This is an optimization exercise on Yosys and OpenROAD, whose aim is a short achievable clock period and few clock cycles, not a production implementation. The RTL was checked by simulation tests, not by an equivalence proof against the original design. No activity file was given, so power comes from the tool's default toggle rates.

==> inputs of harbor <==
==> flow/design.v <==
package vm_pkg;
  localparam int VM_NUM_THREADS = 64;
  localparam int VM_PC_W        = 16;
  localparam int TID_W          = $clog2(VM_NUM_THREADS);
  localparam logic [VM_PC_W-1:0] INACTIVE = 16'hFFFF;
  localparam logic [VM_PC_W-1:0] KILL_REQ = 16'hFFFE;
  typedef enum logic {
    OP_SETVEC         = 1'b0,
    OP_UPDATE_CHANNEL = 1'b1
  } cmd_op_e;
  typedef enum logic [1:0] {
    CH_RESUME = 2'd0,
    CH_PAUSE  = 2'd1,
    CH_KILL   = 2'd2,
    CH_NONE   = 2'd3
  } chan_type_e;
endpackage
module vm_thread_table
#(
  parameter int NUM_THREADS = vm_pkg::VM_NUM_THREADS,
  parameter int PC_W        = vm_pkg::VM_PC_W
) (
  input  logic                           clk,
  input  logic                           reset,
  input  logic                           commit,
  input  logic                           y_we,
  input  logic [$clog2(NUM_THREADS)-1:0] y_idx,
  input  logic                           y_kill,
  input  logic [PC_W-1:0]                y_pc,
  input  logic                           c_we,
  input  logic                           c_op,
  input  logic [$clog2(NUM_THREADS)-1:0] c_first,
  input  logic [$clog2(NUM_THREADS)-1:0] c_last,
  input  logic [PC_W-1:0]                c_arg,
  output logic [NUM_THREADS-1:0][PC_W-1:0] pc_q,
  output logic [NUM_THREADS-1:0][PC_W-1:0] req_pc_q,
  output logic [NUM_THREADS-1:0]         req_none_q,   
  output logic [NUM_THREADS-1:0]         next_run      
);
  localparam int TW = $clog2(NUM_THREADS);
  localparam logic [PC_W-1:0] PC_INACTIVE = PC_W'(vm_pkg::INACTIVE);
  localparam logic [PC_W-1:0] PC_KILL     = PC_W'(vm_pkg::KILL_REQ);
  logic [NUM_THREADS-1:0] pc_act;      
  logic [NUM_THREADS-1:0] req_kill;    
  logic [NUM_THREADS-1:0] req_paused;
  logic y_inact;
  logic c_setvec;
  logic c_arg_none, c_arg_kill;
  assign y_inact    = y_kill || (y_pc == PC_INACTIVE);
  assign c_setvec   = (c_op == vm_pkg::OP_SETVEC);
  assign c_arg_none = (c_arg == PC_INACTIVE);
  assign c_arg_kill = (c_arg == PC_KILL);
  for (genvar t = 0; t < NUM_THREADS; t++) begin : g_thr
    logic hit, set_rpc, set_kill, set_pa;
    assign hit      = c_we && (c_setvec ? (c_first == TW'(t))
                                        : (c_first <= TW'(t) && TW'(t) <= c_last));
    assign set_rpc  = hit && c_setvec;
    assign set_kill = hit && !c_setvec && (c_arg[1:0] == vm_pkg::CH_KILL);
    assign set_pa   = hit && !c_setvec && !c_arg[1];
    always_ff @(posedge clk) begin
      if (!reset) begin
        pc_q[t]       <= (t == 0) ? '0 : PC_INACTIVE;
        pc_act[t]     <= (t == 0);
        req_pc_q[t]   <= PC_INACTIVE;
        req_none_q[t] <= 1'b1;
        req_kill[t]   <= 1'b0;
        req_paused[t] <= 1'b0;
      end else begin
        if (y_we && y_idx == TW'(t)) begin
          pc_q[t]   <= y_inact ? PC_INACTIVE : y_pc;
          pc_act[t] <= !y_inact;
        end else if (commit && !req_none_q[t]) begin
          pc_q[t]   <= req_kill[t] ? PC_INACTIVE : req_pc_q[t];
          pc_act[t] <= !req_kill[t];
        end
        if (set_rpc) begin
          req_pc_q[t]   <= c_arg;
          req_none_q[t] <= c_arg_none;
          req_kill[t]   <= c_arg_kill;
        end else if (set_kill) begin
          req_pc_q[t]   <= PC_KILL;
          req_none_q[t] <= 1'b0;
          req_kill[t]   <= 1'b1;
        end else if (commit) begin
          req_pc_q[t]   <= PC_INACTIVE;
          req_none_q[t] <= 1'b1;
          req_kill[t]   <= 1'b0;
        end
        if (set_pa) req_paused[t] <= c_arg[0];
      end
    end
    assign next_run[t] = !req_paused[t] && (req_none_q[t] ? pc_act[t] : !req_kill[t]);
  end
endmodule
module vm_thread_scheduler
#(
  parameter int NUM_THREADS = vm_pkg::VM_NUM_THREADS,
  parameter int PC_W        = vm_pkg::VM_PC_W
) (
  input  logic                           clk,
  input  logic                           reset,
  input  logic                           frame_start,
  output logic                           frame_done,
  output logic                           busy,
  output logic                           run_valid,
  output logic [$clog2(NUM_THREADS)-1:0] run_thread,
  output logic [PC_W-1:0]                run_pc,
  input  logic                           yield_valid,
  input  logic                           yield_kill,
  input  logic [PC_W-1:0]                yield_pc,
  input  logic                           cmd_valid,
  output logic                           cmd_ready,
  input  logic                           cmd_op,
  input  logic [$clog2(NUM_THREADS)-1:0] cmd_first,
  input  logic [$clog2(NUM_THREADS)-1:0] cmd_last,
  input  logic [PC_W-1:0]                cmd_arg
);
  localparam int TW = $clog2(NUM_THREADS);
  localparam int GS = 8;                     
  localparam int NG = NUM_THREADS / GS;
  localparam int GW = $clog2(GS);
  logic                   busy_q, done_q, run_q, start_pend;
  logic [TW-1:0]          thr_q;
  logic [PC_W-1:0]        pc_q;
  logic [NUM_THREADS-1:0] todo;               
  logic                   rdy_q;
  logic                   ys_v, ys_kill;
  logic [TW-1:0]          ys_idx;
  logic [PC_W-1:0]        ys_pc;
  logic                   cs_v, cs_op;
  logic [TW-1:0]          cs_first, cs_last;
  logic [PC_W-1:0]        cs_arg;
  logic [NUM_THREADS-1:0][PC_W-1:0] tpc, trpc, npc;
  logic [NUM_THREADS-1:0]           trnone, next_run;
  logic accept, commit, yield_take, load, in_frame;
  assign accept     = !busy_q && frame_start;
  assign commit     = (accept && !cs_v) || start_pend;
  assign yield_take = run_q && yield_valid;
  assign load       = commit || yield_take;
  assign in_frame   = busy_q && !start_pend;
  for (genvar t = 0; t < NUM_THREADS; t++) begin : g_npc
    assign npc[t] = trnone[t] ? tpc[t] : trpc[t];
  end
  logic                   a_any, b_any;
  logic [TW-1:0]          a_idx, b_idx;
  logic [PC_W-1:0]        a_pc, b_pc;
  logic [NUM_THREADS-1:0] a_oh, b_oh;
  vm_sched_pick #(.N(NUM_THREADS), .W(PC_W), .GS(GS)) u_pick_a (
    .vec(todo), .data(tpc), .any(a_any), .idx(a_idx), .oh(a_oh), .sel(a_pc)
  );
  vm_sched_pick #(.N(NUM_THREADS), .W(PC_W), .GS(GS)) u_pick_b (
    .vec(next_run), .data(npc), .any(b_any), .idx(b_idx), .oh(b_oh), .sel(b_pc)
  );
  always_ff @(posedge clk) begin
    if (!reset) begin
      busy_q     <= 1'b0;
      done_q     <= 1'b0;
      run_q      <= 1'b0;
      start_pend <= 1'b0;
      thr_q      <= '0;
      pc_q       <= '0;
      todo       <= '0;
    end else begin
      if (load) begin
        busy_q     <= 1'b1;
        start_pend <= 1'b0;
        run_q      <= in_frame ? a_any : b_any;
        done_q     <= in_frame ? !a_any : !b_any;
        thr_q      <= in_frame ? a_idx : b_idx;
        pc_q       <= in_frame ? a_pc : b_pc;
        todo       <= in_frame ? (todo & ~a_oh) : (next_run & ~b_oh);
      end else if (done_q) begin
        busy_q <= 1'b0;
        done_q <= 1'b0;
      end else if (accept) begin
        busy_q     <= 1'b1;
        start_pend <= 1'b1;
      end
    end
  end
  always_ff @(posedge clk) begin
    if (!reset) begin
      ys_v  <= 1'b0;
      cs_v  <= 1'b0;
      rdy_q <= 1'b0;
    end else begin
      ys_v  <= yield_take;
      cs_v  <= cmd_valid && rdy_q;
      rdy_q <= 1'b1;
    end
  end
  always_ff @(posedge clk) begin
    ys_idx   <= thr_q;
    ys_kill  <= yield_kill;
    ys_pc    <= yield_pc;
    cs_op    <= cmd_op;
    cs_first <= cmd_first;
    cs_last  <= cmd_last;
    cs_arg   <= cmd_arg;
  end
  vm_thread_table #(
    .NUM_THREADS(NUM_THREADS),
    .PC_W       (PC_W)
  ) u_table (
    .clk       (clk),
    .reset     (reset),
    .commit    (commit),
    .y_we      (ys_v),
    .y_idx     (ys_idx),
    .y_kill    (ys_kill),
    .y_pc      (ys_pc),
    .c_we      (cs_v),
    .c_op      (cs_op),
    .c_first   (cs_first),
    .c_last    (cs_last),
    .c_arg     (cs_arg),
    .pc_q      (tpc),
    .req_pc_q  (trpc),
    .req_none_q(trnone),
    .next_run  (next_run)
  );
  assign busy       = busy_q;
  assign frame_done = done_q;
  assign run_valid  = run_q;
  assign run_thread = thr_q;
  assign run_pc     = pc_q;
  assign cmd_ready  = rdy_q;
endmodule
module vm_sched_pick
#(
  parameter int N  = 64,
  parameter int W  = 16,
  parameter int GS = 8
) (
  input  logic [N-1:0]        vec,
  input  logic [N-1:0][W-1:0] data,
  output logic                any,
  output logic [$clog2(N)-1:0] idx,
  output logic [N-1:0]        oh,
  output logic [W-1:0]        sel
);
  localparam int NG = N / GS;
  localparam int GW = $clog2(GS);
  localparam int TW = $clog2(N);
  logic [NG-1:0]          gany, goh;
  logic [NG-1:0][GS-1:0]  loh;
  logic [NG-1:0][GW-1:0]  lidx;
  logic [NG-1:0][W-1:0]   lsel;
  for (genvar g = 0; g < NG; g++) begin : g_grp
    assign gany[g] = |vec[g*GS +: GS];
    always_comb begin
      logic seen;
      seen    = 1'b0;
      lidx[g] = '0;
      lsel[g] = '0;
      for (int j = 0; j < GS; j++) begin
        loh[g][j] = vec[g*GS + j] && !seen;
        seen      = seen || vec[g*GS + j];
        lidx[g]   = lidx[g] | ({GW{loh[g][j]}} & GW'(j));
        lsel[g]   = lsel[g] | ({W{loh[g][j]}} & data[g*GS + j]);
      end
    end
  end
  always_comb begin
    logic seen;
    seen = 1'b0;
    idx  = '0;
    sel  = '0;
    for (int g = 0; g < NG; g++) begin
      goh[g] = gany[g] && !seen;
      seen   = seen || gany[g];
      idx    = idx | ({TW{goh[g]}} & {GW'(g), lidx[g]});
      sel    = sel | ({W{goh[g]}} & lsel[g]);
    end
    any = seen;
    for (int t = 0; t < N; t++) oh[t] = goh[t / GS] && loh[t / GS][t % GS];
  end
endmodule
==> flow/run.sh <==
#!/bin/bash
# synth_recipe.tcl (not shown) runs the flow's synth.tcl, then flattens the netlist and writes it again
# the make line also repeats each setting of config.mk as NAME=value (left out here)
make -C /OpenROAD-flow-scripts/flow DESIGN_CONFIG=/design/flow/config.mk WORK_HOME=/design/flow/orfs CLKGATE_MAP_FILE= SYNTH_SCRIPT=/design/flow/synth_recipe.tcl finish
==> flow/config.mk <==
export PLATFORM = sky130hd
export DESIGN_NAME = vm_thread_scheduler
export DESIGN_NICKNAME = vm_thread_scheduler
export VERILOG_FILES = /design/flow/design.v
export SDC_FILE = /design/flow/constraint.sdc
export NUM_CORES = 4
export LEC_CHECK = 0
export CAP_MARGIN = 20
export CORE_MARGIN = 2
export CORE_UTILIZATION = 40
export SETUP_SLACK_MARGIN = 5
export SLEW_MARGIN = 20
==> flow/constraint.sdc <==
create_clock -name core_clock -period 10.0 [get_ports {clk}]
set_input_delay 2.0000 -clock core_clock [delete_from_list [all_inputs] [get_ports {clk}]]
set_output_delay 2.0000 -clock core_clock [all_outputs]
set_load 0.01 [all_outputs]
==> lagoon: changes against harbor <==
==> flow/design.v, changed modules only <==
module vm_thread_scheduler
#(
  parameter int NUM_THREADS = vm_pkg::VM_NUM_THREADS,
  parameter int PC_W        = vm_pkg::VM_PC_W
) (
  input  logic                           clk,
  input  logic                           reset,
  input  logic                           frame_start,
  output logic                           frame_done,
  output logic                           busy,
  output logic                           run_valid,
  output logic [$clog2(NUM_THREADS)-1:0] run_thread,
  output logic [PC_W-1:0]                run_pc,
  input  logic                           yield_valid,
  input  logic                           yield_kill,
  input  logic [PC_W-1:0]                yield_pc,
  input  logic                           cmd_valid,
  output logic                           cmd_ready,
  input  logic                           cmd_op,
  input  logic [$clog2(NUM_THREADS)-1:0] cmd_first,
  input  logic [$clog2(NUM_THREADS)-1:0] cmd_last,
  input  logic [PC_W-1:0]                cmd_arg
);
  localparam int TW = $clog2(NUM_THREADS);
  localparam int GS = 8;                     
  localparam int NG = NUM_THREADS / GS;
  localparam int GW = $clog2(GS);
  logic                   busy_q, done_q, run_q;
  logic [TW-1:0]          thr_q;
  logic [PC_W-1:0]        pc_q;
  logic [NUM_THREADS-1:0] todo;               
  logic                   rdy_q;
  logic [NUM_THREADS-1:0][PC_W-1:0] tpc, trpc, npc;
  logic [NUM_THREADS-1:0]           trnone, next_run;
  logic commit, yield_take, load, cmd_take;
  assign commit     = !busy_q && frame_start;
  assign yield_take = run_q && yield_valid;
  assign load       = commit || yield_take;
  assign cmd_take   = cmd_valid && rdy_q;
  for (genvar t = 0; t < NUM_THREADS; t++) begin : g_npc
    assign npc[t] = trnone[t] ? tpc[t] : trpc[t];
  end
  logic                   a_any, b_any;
  logic [TW-1:0]          a_idx, b_idx;
  logic [PC_W-1:0]        a_pc, b_pc;
  logic [NUM_THREADS-1:0] a_oh, b_oh;
  vm_sched_pick #(.N(NUM_THREADS), .W(PC_W), .GS(GS)) u_pick_a (
    .vec(todo), .data(tpc), .any(a_any), .idx(a_idx), .oh(a_oh), .sel(a_pc)
  );
  vm_sched_pick #(.N(NUM_THREADS), .W(PC_W), .GS(GS)) u_pick_b (
    .vec(next_run), .data(npc), .any(b_any), .idx(b_idx), .oh(b_oh), .sel(b_pc)
  );
  always_ff @(posedge clk) begin
    if (!reset) begin
      busy_q     <= 1'b0;
      done_q     <= 1'b0;
      run_q      <= 1'b0;
      thr_q      <= '0;
      pc_q       <= '0;
      todo       <= '0;
    end else begin
      if (load) begin
        busy_q     <= 1'b1;
        run_q      <= busy_q ? a_any : b_any;
        done_q     <= busy_q ? !a_any : !b_any;
        thr_q      <= busy_q ? a_idx : b_idx;
        pc_q       <= busy_q ? a_pc : b_pc;
        todo       <= busy_q ? (todo & ~a_oh) : (next_run & ~b_oh);
      end else if (done_q) begin
        busy_q <= 1'b0;
        done_q <= 1'b0;
      end
    end
  end
  always_ff @(posedge clk) begin
    if (!reset) rdy_q <= 1'b0;
    else        rdy_q <= 1'b1;
  end
  vm_thread_table #(
    .NUM_THREADS(NUM_THREADS),
    .PC_W       (PC_W)
  ) u_table (
    .clk       (clk),
    .reset     (reset),
    .commit    (commit),
    .y_we      (yield_take),
    .y_idx     (thr_q),
    .y_kill    (yield_kill),
    .y_pc      (yield_pc),
    .c_we      (cmd_take),
    .c_op      (cmd_op),
    .c_first   (cmd_first),
    .c_last    (cmd_last),
    .c_arg     (cmd_arg),
    .pc_q      (tpc),
    .req_pc_q  (trpc),
    .req_none_q(trnone),
    .next_run  (next_run)
  );
  assign busy       = busy_q;
  assign frame_done = done_q;
  assign run_valid  = run_q;
  assign run_thread = thr_q;
  assign run_pc     = pc_q;
  assign cmd_ready  = rdy_q;
endmodule
==> flow/flow/run.sh (new file) <==
#!/bin/bash
set -euo pipefail
bash standard.sh synth > synth.log 2>&1
bash standard.sh SETUP_SLACK_MARGIN=7 finish > layout.log 2>&1
==> flow/standard.sh (new file) <==
#!/bin/bash
# synth_recipe.tcl (not shown) runs the flow's synth.tcl, then flattens the netlist and writes it again
# the make line also repeats each setting of config.mk as NAME=value (left out here)
make -C /OpenROAD-flow-scripts/flow DESIGN_CONFIG=/design/flow/config.mk WORK_HOME=/design/flow/orfs CLKGATE_MAP_FILE= SYNTH_SCRIPT=/design/flow/synth_recipe.tcl "${@:-finish}"
- SETUP_SLACK_MARGIN: 5 -> not set
removed: flow/run.sh
==> fjord: changes against harbor <==
==> flow/design.v, changed modules only <==
module vm_thread_scheduler
#(
  parameter int NUM_THREADS = vm_pkg::VM_NUM_THREADS,
  parameter int PC_W        = vm_pkg::VM_PC_W
) (
  input  logic                           clk,
  input  logic                           reset,
  input  logic                           frame_start,
  output logic                           frame_done,
  output logic                           busy,
  output logic                           run_valid,
  output logic [$clog2(NUM_THREADS)-1:0] run_thread,
  output logic [PC_W-1:0]                run_pc,
  input  logic                           yield_valid,
  input  logic                           yield_kill,
  input  logic [PC_W-1:0]                yield_pc,
  input  logic                           cmd_valid,
  output logic                           cmd_ready,
  input  logic                           cmd_op,
  input  logic [$clog2(NUM_THREADS)-1:0] cmd_first,
  input  logic [$clog2(NUM_THREADS)-1:0] cmd_last,
  input  logic [PC_W-1:0]                cmd_arg
);
  localparam int TW = $clog2(NUM_THREADS);
  localparam int GS = 8;                     
  localparam int NG = NUM_THREADS / GS;
  localparam int GW = $clog2(GS);
  logic                   busy_q, done_q, run_q, start_pend;
  logic [TW-1:0]          thr_q;
  logic [PC_W-1:0]        pc_q;
  logic [NUM_THREADS-1:0] todo;               
  logic                   rdy_q;
  logic                   ys_v, ys_kill;
  logic [TW-1:0]          ys_idx;
  logic [PC_W-1:0]        ys_pc;
  logic                   cs_v, cs_op;
  logic [TW-1:0]          cs_first, cs_last;
  logic [PC_W-1:0]        cs_arg;
  logic [NUM_THREADS-1:0][PC_W-1:0] tpc, trpc;
  logic [NUM_THREADS-1:0]           trnone, next_run;
  logic accept, commit, yield_take, load;
  assign accept     = !busy_q && frame_start;
  assign commit     = (accept && !cs_v) || start_pend;
  assign yield_take = run_q && yield_valid;
  assign load       = commit || yield_take;
  logic                   use_todo;
  logic [NUM_THREADS-1:0] cand;
  logic [NUM_THREADS-1:0][PC_W-1:0] cpc;
  assign use_todo = busy_q && !start_pend;
  assign cand     = use_todo ? todo : next_run;
  for (genvar t = 0; t < NUM_THREADS; t++) begin : g_cpc
    assign cpc[t] = (use_todo || trnone[t]) ? tpc[t] : trpc[t];
  end
  logic [NG-1:0]                     gany, goh;
  logic [NG-1:0][GS-1:0]             loh;
  logic [NG-1:0][GW-1:0]             lidx;
  logic [NG-1:0][PC_W-1:0]           lpc;
  logic [NUM_THREADS-1:0]            sel_oh;
  logic                              sel_any;
  logic [TW-1:0]                     sel_idx;
  logic [PC_W-1:0]                   sel_pc;
  for (genvar g = 0; g < NG; g++) begin : g_grp
    assign gany[g] = |cand[g*GS +: GS];
    always_comb begin
      logic seen;
      seen    = 1'b0;
      lidx[g] = '0;
      lpc[g]  = '0;
      for (int j = 0; j < GS; j++) begin
        loh[g][j] = cand[g*GS + j] && !seen;
        seen      = seen || cand[g*GS + j];
        lidx[g]   = lidx[g] | ({GW{loh[g][j]}} & GW'(j));
        lpc[g]    = lpc[g]  | ({PC_W{loh[g][j]}} & cpc[g*GS + j]);
      end
    end
  end
  always_comb begin
    logic seen;
    seen    = 1'b0;
    sel_idx = '0;
    sel_pc  = '0;
    for (int g = 0; g < NG; g++) begin
      goh[g]  = gany[g] && !seen;
      seen    = seen || gany[g];
      sel_idx = sel_idx | ({TW{goh[g]}} & {GW'(g), lidx[g]});
      sel_pc  = sel_pc  | ({PC_W{goh[g]}} & lpc[g]);
    end
    sel_any = seen;
    for (int t = 0; t < NUM_THREADS; t++) sel_oh[t] = goh[t / GS] && loh[t / GS][t % GS];
  end
  always_ff @(posedge clk) begin
    if (!reset) begin
      busy_q     <= 1'b0;
      done_q     <= 1'b0;
      run_q      <= 1'b0;
      start_pend <= 1'b0;
      thr_q      <= '0;
      pc_q       <= '0;
      todo       <= '0;
    end else begin
      if (load) begin
        busy_q     <= 1'b1;
        start_pend <= 1'b0;
        run_q      <= sel_any;
        done_q     <= !sel_any;
        thr_q      <= sel_idx;
        pc_q       <= sel_pc;
        todo       <= cand & ~sel_oh;
      end else if (done_q) begin
        busy_q <= 1'b0;
        done_q <= 1'b0;
      end else if (accept) begin
        busy_q     <= 1'b1;
        start_pend <= 1'b1;
      end
    end
  end
  always_ff @(posedge clk) begin
    if (!reset) begin
      ys_v  <= 1'b0;
      cs_v  <= 1'b0;
      rdy_q <= 1'b0;
    end else begin
      ys_v  <= yield_take;
      cs_v  <= cmd_valid && rdy_q;
      rdy_q <= 1'b1;
    end
  end
  always_ff @(posedge clk) begin
    ys_idx   <= thr_q;
    ys_kill  <= yield_kill;
    ys_pc    <= yield_pc;
    cs_op    <= cmd_op;
    cs_first <= cmd_first;
    cs_last  <= cmd_last;
    cs_arg   <= cmd_arg;
  end
  vm_thread_table #(
    .NUM_THREADS(NUM_THREADS),
    .PC_W       (PC_W)
  ) u_table (
    .clk       (clk),
    .reset     (reset),
    .commit    (commit),
    .y_we      (ys_v),
    .y_idx     (ys_idx),
    .y_kill    (ys_kill),
    .y_pc      (ys_pc),
    .c_we      (cs_v),
    .c_op      (cs_op),
    .c_first   (cs_first),
    .c_last    (cs_last),
    .c_arg     (cs_arg),
    .pc_q      (tpc),
    .req_pc_q  (trpc),
    .req_none_q(trnone),
    .next_run  (next_run)
  );
  assign busy       = busy_q;
  assign frame_done = done_q;
  assign run_valid  = run_q;
  assign run_thread = thr_q;
  assign run_pc     = pc_q;
  assign cmd_ready  = rdy_q;
endmodule
// module vm_sched_pick removed
- SETUP_SLACK_MARGIN: 5 -> 0.3
==> notes.md <==
Critical Path RT: harbor 10.90 ns; fjord 10.85 ns; lagoon 10.86 ns
Setup repair after global routing missed its margin: harbor yes; fjord no; lagoon yes
Post-CTS Setup Bufs: harbor 0; fjord 0; lagoon 657
Share of the clock period used by the worst path after layout: harbor 0.513; fjord 0.622; lagoon 0.383
First drt pass iteration count: harbor 9; fjord 10; lagoon 13
PostCTS Resize Cnt: harbor 3; fjord 0; lagoon 2636
Share of power burned in registers: harbor 0.425; fjord 0.441; lagoon 0.395
First-pass GRT wire length: harbor 925000 µm; fjord 744000 µm; lagoon 998000 µm
Post-layout minimum cycle time: harbor 5.13 ns; fjord 6.22 ns; lagoon 3.83 ns
Routed WL: harbor 666000 µm; fjord 524000 µm; lagoon 777000 µm
Met1 Track Usage GR: harbor 0.518; fjord 0.454; lagoon 0.527
Row Count: harbor 202; fjord 195; lagoon 201
Clock transition at the registers of the reported paths: harbor 0.06 ns; fjord 0.07 ns; lagoon 0.06 ns
Multi-Input Combinational: harbor 11276; fjord 10171; lagoon 11597
Sequential cell area: harbor 49100 µm²; fjord 49100 µm²; lagoon 48200 µm²
Worst-Margin Slew: harbor 1.38 ns; fjord 1.35 ns; lagoon 1.54 ns
Crit path to: harbor thr_q[0]$_SDFFE_PN0P_; fjord pc_q[11]$_SDFFE_PN0P_; lagoon pc_q[10]$_SDFFE_PN0N_
Number of register bits inferred by synthesis: harbor 2449; fjord 2449; lagoon 2394
Outcome: harbor finished clean; fjord finished clean; lagoon finished with violations
Reasons for failing layout checks: harbor -; fjord -; lagoon max-slew violations
Testbench counts of harbor, summed over its fixed seeds: cycles 21,619.
Testbench counts of lagoon, summed over its fixed seeds: cycles 21,413.
Testbench counts of fjord, summed over its fixed seeds: cycles 21,619.

==> static timing again, ports no longer ideal <==
Ports are ideal in the flow. The routed layouts listed here were re-timed in OpenROAD. Step 1 (the two cells are an assumption about what drives the block):
set clk [get_ports {clk}]
set_driving_cell -lib_cell sky130_fd_sc_hd__clkbuf_16 $clk
set_driving_cell -lib_cell sky130_fd_sc_hd__buf_2 [delete_from_list [all_inputs] $clk]
Step 2 also shifts input and output timing later by t, the mid clock arrival at the registers, as if the neighbouring blocks saw the same clock. a / b / c = no drivers / after step 1 / after step 2; a / b = the first two.
run	t (ns)	slack for setup (ns)	clock arrival spread, ns	slew at the worst register clock pin (ns)
harbor	1.058	4.870 / 4.870 / 3.995	0.078 / 0.078	0.07 / 0.07
lagoon	1.047	6.172 / 6.172 / 5.294	0.093 / 0.092	0.08 / 0.08
fjord	0.997	3.785 / 3.785 / 3.628	0.079 / 0.079	0.07 / 0.07
The setup slack of lagoon, which loses most, moves by 0.000 ns with the drivers and by -0.878 ns with both steps.
